This design comes from an exercise in tuning for small area on the open sky130 flow, not from production work. The clock port is modelled as an ideal driver; clocking choices that lean on that would not hold on a real chip. No activity file was given, so power comes from the tool's default toggle rates.

exp/maple:
==> flow/design.v <==
module payload_capture #(
  parameter int DATA_W     = 16,
  parameter int FIFO_DEPTH = 64,
  parameter int ADDR_W     = 6,
  parameter int MAX_LEN    = 1024
) (
  input  logic              Clk,
  input  logic              rst,
  input  logic              valid_i,
  input  logic [DATA_W-1:0] r_i,
  input  logic [DATA_W-1:0] i_i,
  input  logic              detect_i,
  input  logic [15:0]       payload_length_i,
  output logic              out_valid_o,
  input  logic              out_ready_i,
  output logic [DATA_W-1:0] out_r_o,
  output logic [DATA_W-1:0] out_i_o,
  output logic              out_last_o,
  output logic              busy_o,
  output logic              done_o,
  output logic              len_err_o,
  output logic              overflow_o
);
  localparam int ENTRY_W = 2 * DATA_W + 1;
  localparam int CNT_W   = $clog2(MAX_LEN + 1);
  logic             busy;
  logic             done;
  logic [CNT_W-1:0] remaining;
  logic             len_err;
  logic             overflow;
  logic [ADDR_W:0]  wr_ptr;
  logic             rd_wrap;
  logic             ptr_eq;
  logic             fifo_empty;
  logic             fifo_full;
  logic             push_req;
  logic             push;
  logic             pop;
  logic             len_ok;
  logic             entry_last;
  logic [ENTRY_W-1:0] mem [FIFO_DEPTH];
  logic [ENTRY_W-1:0] head;
  assign len_ok = !payload_length_i[15] && (payload_length_i != 16'd0) &&
                  (payload_length_i[14:10] == 5'd0 || payload_length_i[14:0] == 15'd1024);
  assign ptr_eq     = !rd_lo_n[wr_ptr[2:0]] && !rd_hi_n[wr_ptr[5:3]];
  assign fifo_empty = ptr_eq && (wr_ptr[ADDR_W] == rd_wrap);
  assign fifo_full  = ptr_eq && (wr_ptr[ADDR_W] != rd_wrap);
  assign push_req   = busy && valid_i;
  assign pop        = !fifo_empty && out_ready_i;
  assign push       = push_req && (!fifo_full || pop);
  assign entry_last = (remaining == CNT_W'(1));
  always_ff @(posedge Clk or negedge rst) begin
    if (!rst) begin
      busy      <= 1'b0;
      done      <= 1'b0;
      remaining <= '0;
      len_err   <= 1'b0;
      overflow  <= 1'b0;
    end else begin
      done <= busy && valid_i && entry_last;
      if (!busy && !done && detect_i) begin
        len_err  <= !len_ok;
        overflow <= 1'b0;
        if (len_ok) begin
          busy      <= 1'b1;
          remaining <= payload_length_i[CNT_W-1:0];
        end
      end else if (busy && valid_i) begin
        remaining <= remaining - CNT_W'(1);
        if (entry_last) busy <= 1'b0;
        if (fifo_full && !pop) overflow <= 1'b1;
      end
    end
  end
  always_ff @(posedge Clk or negedge rst) begin
    if (!rst) begin
      wr_ptr <= '0;
    end else if (push) begin
      wr_ptr <= wr_ptr + 1'b1;
    end
  end
  always_ff @(posedge Clk) begin
    if (push) mem[wr_ptr[ADDR_W-1:0]] <= ~{entry_last, r_i, i_i};
  end
  logic [7:0] rd_lo_n;
  logic [7:0] rd_hi_n;
  always_ff @(posedge Clk or negedge rst) begin
    if (!rst) begin
      rd_lo_n <= 8'hFE;
      rd_hi_n <= 8'hFE;
      rd_wrap <= 1'b0;
    end else if (pop) begin
      rd_lo_n <= {rd_lo_n[6:0], rd_lo_n[7]};
      if (!rd_lo_n[7]) begin
        rd_hi_n <= {rd_hi_n[6:0], rd_hi_n[7]};
        if (!rd_hi_n[7]) rd_wrap <= !rd_wrap;
      end
    end
  end
  logic [ENTRY_W-1:0] grp_n [8];
  logic [ENTRY_W-1:0] head_n;
  always_comb begin
    for (int j = 0; j < 8; j++) begin
      grp_n[j] = '1;
      for (int i = 0; i < 8; i++) begin
        grp_n[j] = grp_n[j] & (mem[8*j+i] | {ENTRY_W{rd_lo_n[i]}});
      end
    end
    head_n = '1;
    for (int j = 0; j < 8; j++) begin
      head_n = head_n & (grp_n[j] | {ENTRY_W{rd_hi_n[j]}});
    end
    head = ~head_n;
  end
  assign out_valid_o = !fifo_empty;
  assign out_last_o  = head[ENTRY_W-1];
  assign out_r_o     = head[2*DATA_W-1:DATA_W];
  assign out_i_o     = head[DATA_W-1:0];
  assign busy_o     = busy;
  assign done_o     = done;
  assign len_err_o  = len_err;
  assign overflow_o = overflow;
endmodule
==> flow/config.mk <==
export PLATFORM = sky130hd
export DESIGN_NAME = payload_capture
export DESIGN_NICKNAME = payload_capture
export VERILOG_FILES = /design/flow/design.v
export SDC_FILE = /design/flow/constraint.sdc
export NUM_CORES = 4
export LEC_CHECK = 0
export CAP_MARGIN = 20
export CORE_MARGIN = 2
export CORE_UTILIZATION = 40
export CTS_BUF_LIST = sky130_fd_sc_hd__clkbuf_16
export CTS_CLUSTER_DIAMETER = 80
export CTS_CLUSTER_SIZE = 24
export SLEW_MARGIN = 20
==> flow/constraint.sdc <==
create_clock -name core_clock -period 8.0 [get_ports {Clk}]
set_input_delay 1.6000 -clock core_clock [delete_from_list [all_inputs] [get_ports {Clk}]]
set_output_delay 1.6000 -clock core_clock [all_outputs]
set_load 0.01 [all_outputs]
standard.sh (not shown) runs the stock make flow with config.mk's settings and CLKGATE_MAP_FILE= SYNTH_SCRIPT=/design/flow/synth_recipe.tcl, a recipe that flattens the netlist after the stock synthesis.
==> flow/flow/run.sh <==
#!/bin/bash
# Standard ORFS layout with a leaner clock tree (no dummy loads), smaller
# port buffers, a denser floorplan and wirelength-driven global placement.
# Every tool's output goes to a log here.
set -uo pipefail
export CTS_ARGS="-sink_clustering_enable -repair_clock_nets -dont_use_dummy_load -sink_clustering_size 28 -sink_clustering_max_diameter 100 -buf_list sky130_fd_sc_hd__clkbuf_16"
export BUFFER_PORTS_ARGS="-buffer_cell sky130_fd_sc_hd__buf_2"
export PRE_GLOBAL_PLACE_TCL="$PWD/flow/pre_gpl.tcl"
bash standard.sh CORE_UTILIZATION=75 SLEW_MARGIN=10 CAP_MARGIN=10 GPL_TIMING_DRIVEN=0 finish > standard.log 2>&1
==> flow/flow/pre_gpl.tcl <==
# Without timing-driven placement ORFS keeps synthesis buffers; drop them here.
remove_buffers
exp/maple ended with every stage complete and zero timing, DRC or antenna violations.
diff inputs: exp/maple => exp/fjord
==> flow/flow/run.sh <==
#!/bin/bash
# Standard ORFS layout with a leaner clock tree (no dummy loads), smaller
# port buffers, a denser floorplan and post-CTS downsizing of cells with slack.
# Every tool's output goes to a log here.
set -uo pipefail
export CTS_ARGS="-sink_clustering_enable -repair_clock_nets -dont_use_dummy_load -sink_clustering_size 28 -sink_clustering_max_diameter 100 -buf_list sky130_fd_sc_hd__clkbuf_16"
export BUFFER_PORTS_ARGS="-buffer_cell sky130_fd_sc_hd__buf_2"
export POST_CTS_TCL="$PWD/flow/post_cts.tcl"
bash standard.sh CORE_UTILIZATION=60 SLEW_MARGIN=10 CAP_MARGIN=10 finish > standard.log 2>&1
==> flow/flow/post_cts.tcl (new file) <==
# Downsize cells that have timing slack to spare, then re-legalize.
estimate_parasitics -placement
repair_timing -recover_power 100 -setup_margin 0.3 -verbose
detailed_placement
check_placement -verbose
removed: flow/flow/pre_gpl.tcl
Notes after the runs:
- Comparing exp/fjord with exp/maple, the flip-flop and latch area came out essentially unchanged.
- Going from exp/maple to exp/fjord, the global-route usage was found to have gone down by 7.6 points.
- Taking exp/maple as the reference, in exp/fjord number of fillers in the final layout rose 93%; post-route worst setup slack fell 620 ps; total core area rose about 25%; total via count in the routed design fell 2.7%; final-layout non-clock buffer area share fell 1.1 points.
- exp/fjord ends up with a met2 demand-to-capacity share in global routing that is 10 points lower than in exp/maple.
- exp/maple and exp/fjord ended up with nearly the same clock transition at the register clock pins on the worst setup and hold paths after CTS.
- Comparing exp/maple and exp/fjord, the higher routed wire length was measured on exp/fjord.
Edits applied to the flow inputs when going from exp/fjord to exp/umber:
==> flow/flow/run.sh <==
#!/bin/bash
# Standard ORFS layout with a leaner clock tree (no dummy loads), smaller
# port buffers and a denser floorplan. Every tool's output goes to a log here.
set -uo pipefail
export CTS_ARGS="-sink_clustering_enable -repair_clock_nets -dont_use_dummy_load -sink_clustering_size 24 -sink_clustering_max_diameter 80 -buf_list sky130_fd_sc_hd__clkbuf_16"
export BUFFER_PORTS_ARGS="-buffer_cell sky130_fd_sc_hd__buf_2"
bash standard.sh CORE_UTILIZATION=60 SLEW_MARGIN=10 CAP_MARGIN=10 finish > standard.log 2>&1
removed: flow/flow/post_cts.tcl
==> run notes <==
exp/umber finished every stage and its layout cleared the timing, DRC and antenna checks.
Relative to exp/fjord, layout cell share with drive strength beyond 1 increased by 0.33 points in exp/umber.
exp/umber ends up with higher clock tree buffer count of the final layout than exp/fjord does.
When exp/umber is set beside exp/fjord, its peak supply drop turns out to be 0.040 mV larger.
Against exp/fjord as the reference, exp/umber delivers a higher met1 usage.
| final hold slack | lower: exp/umber |
Final period utilization: exp/umber vs exp/fjord down 9.5 points
Cmp exp/fjord and exp/umber / non-clock buffer instance count of the final layout / lower: exp/umber
## Diff of input files: exp/quartz against exp/umber
==> flow/flow/run.sh <==
#!/bin/bash
# Standard ORFS layout with a leaner clock tree (no dummy loads), smaller
# port buffers, a denser floorplan.
# Every tool's output goes to a log here.
set -uo pipefail
export CTS_ARGS="-sink_clustering_enable -repair_clock_nets -dont_use_dummy_load -sink_clustering_size 30 -sink_clustering_max_diameter 100 -buf_list sky130_fd_sc_hd__clkbuf_16"
export BUFFER_PORTS_ARGS="-buffer_cell sky130_fd_sc_hd__buf_2"
bash standard.sh CORE_UTILIZATION=80 SLEW_MARGIN=10 CAP_MARGIN=10 finish > standard.log 2>&1
## What came out
- When the final numbers for exp/umber and exp/quartz were put side by side, the final critical-path setup slack turned out to be smaller in exp/quartz.
- Looking only at share of total power in the clock network, and setting everything else aside, the higher value of exp/umber and exp/quartz goes to exp/umber.
- Comparing exp/umber and exp/quartz, the higher fmax is on exp/umber.
- Total power of exp/quartz is lower than that of exp/umber.
- Max clock buffer and inverter area fraction after layout across exp/umber and exp/quartz: exp/umber
- Re fill cell total of the finished layout: exp/quartz is 4720 down on exp/umber.
- First-pass GRT wire length shrinks by a few percent when moving from exp/umber to exp/quartz.
No functional check of the RTL was part of any run of this note.

## separate check: timing with driven ports
The flow's constraints put no driver on any port. The routed layouts listed below were extracted and timed again, unchanged, in two steps.
Step 1 (the two cells are an assumption about what drives the block):
set clk [get_ports {Clk}]
set_driving_cell -lib_cell sky130_fd_sc_hd__clkbuf_16 $clk
set_driving_cell -lib_cell sky130_fd_sc_hd__buf_2 [delete_from_list [all_inputs] $clk]
Step 2 times the ports against the registers' clock, not the clock port: input delays grow and output delays shrink by t, the midpoint of the rising clock arrivals with the driver on.
a / b / c = no drivers / after step 1 / after step 2; a / b = the first two.
run	shift t [ns]	slack for setup (ns)	hold slack, ns	worst setup path after step 2	worst data-port slew with drivers (ns)
exp/maple	0.770	1.507 / 1.434 / 2.204	0.505 / 0.505 / 0.505	register to output	0.10
exp/fjord	0.778	0.884 / 0.802 / 1.580	0.493 / 0.493 / 0.493	register to output	0.10
exp/umber	0.788	1.645 / 1.566 / 2.354	0.490 / 0.490 / 0.490	register to output	0.11
exp/quartz	0.768	1.618 / 1.538 / 2.305	0.501 / 0.501 / 0.501	register to output	0.05
After both steps setup and hold are still met in every run listed.
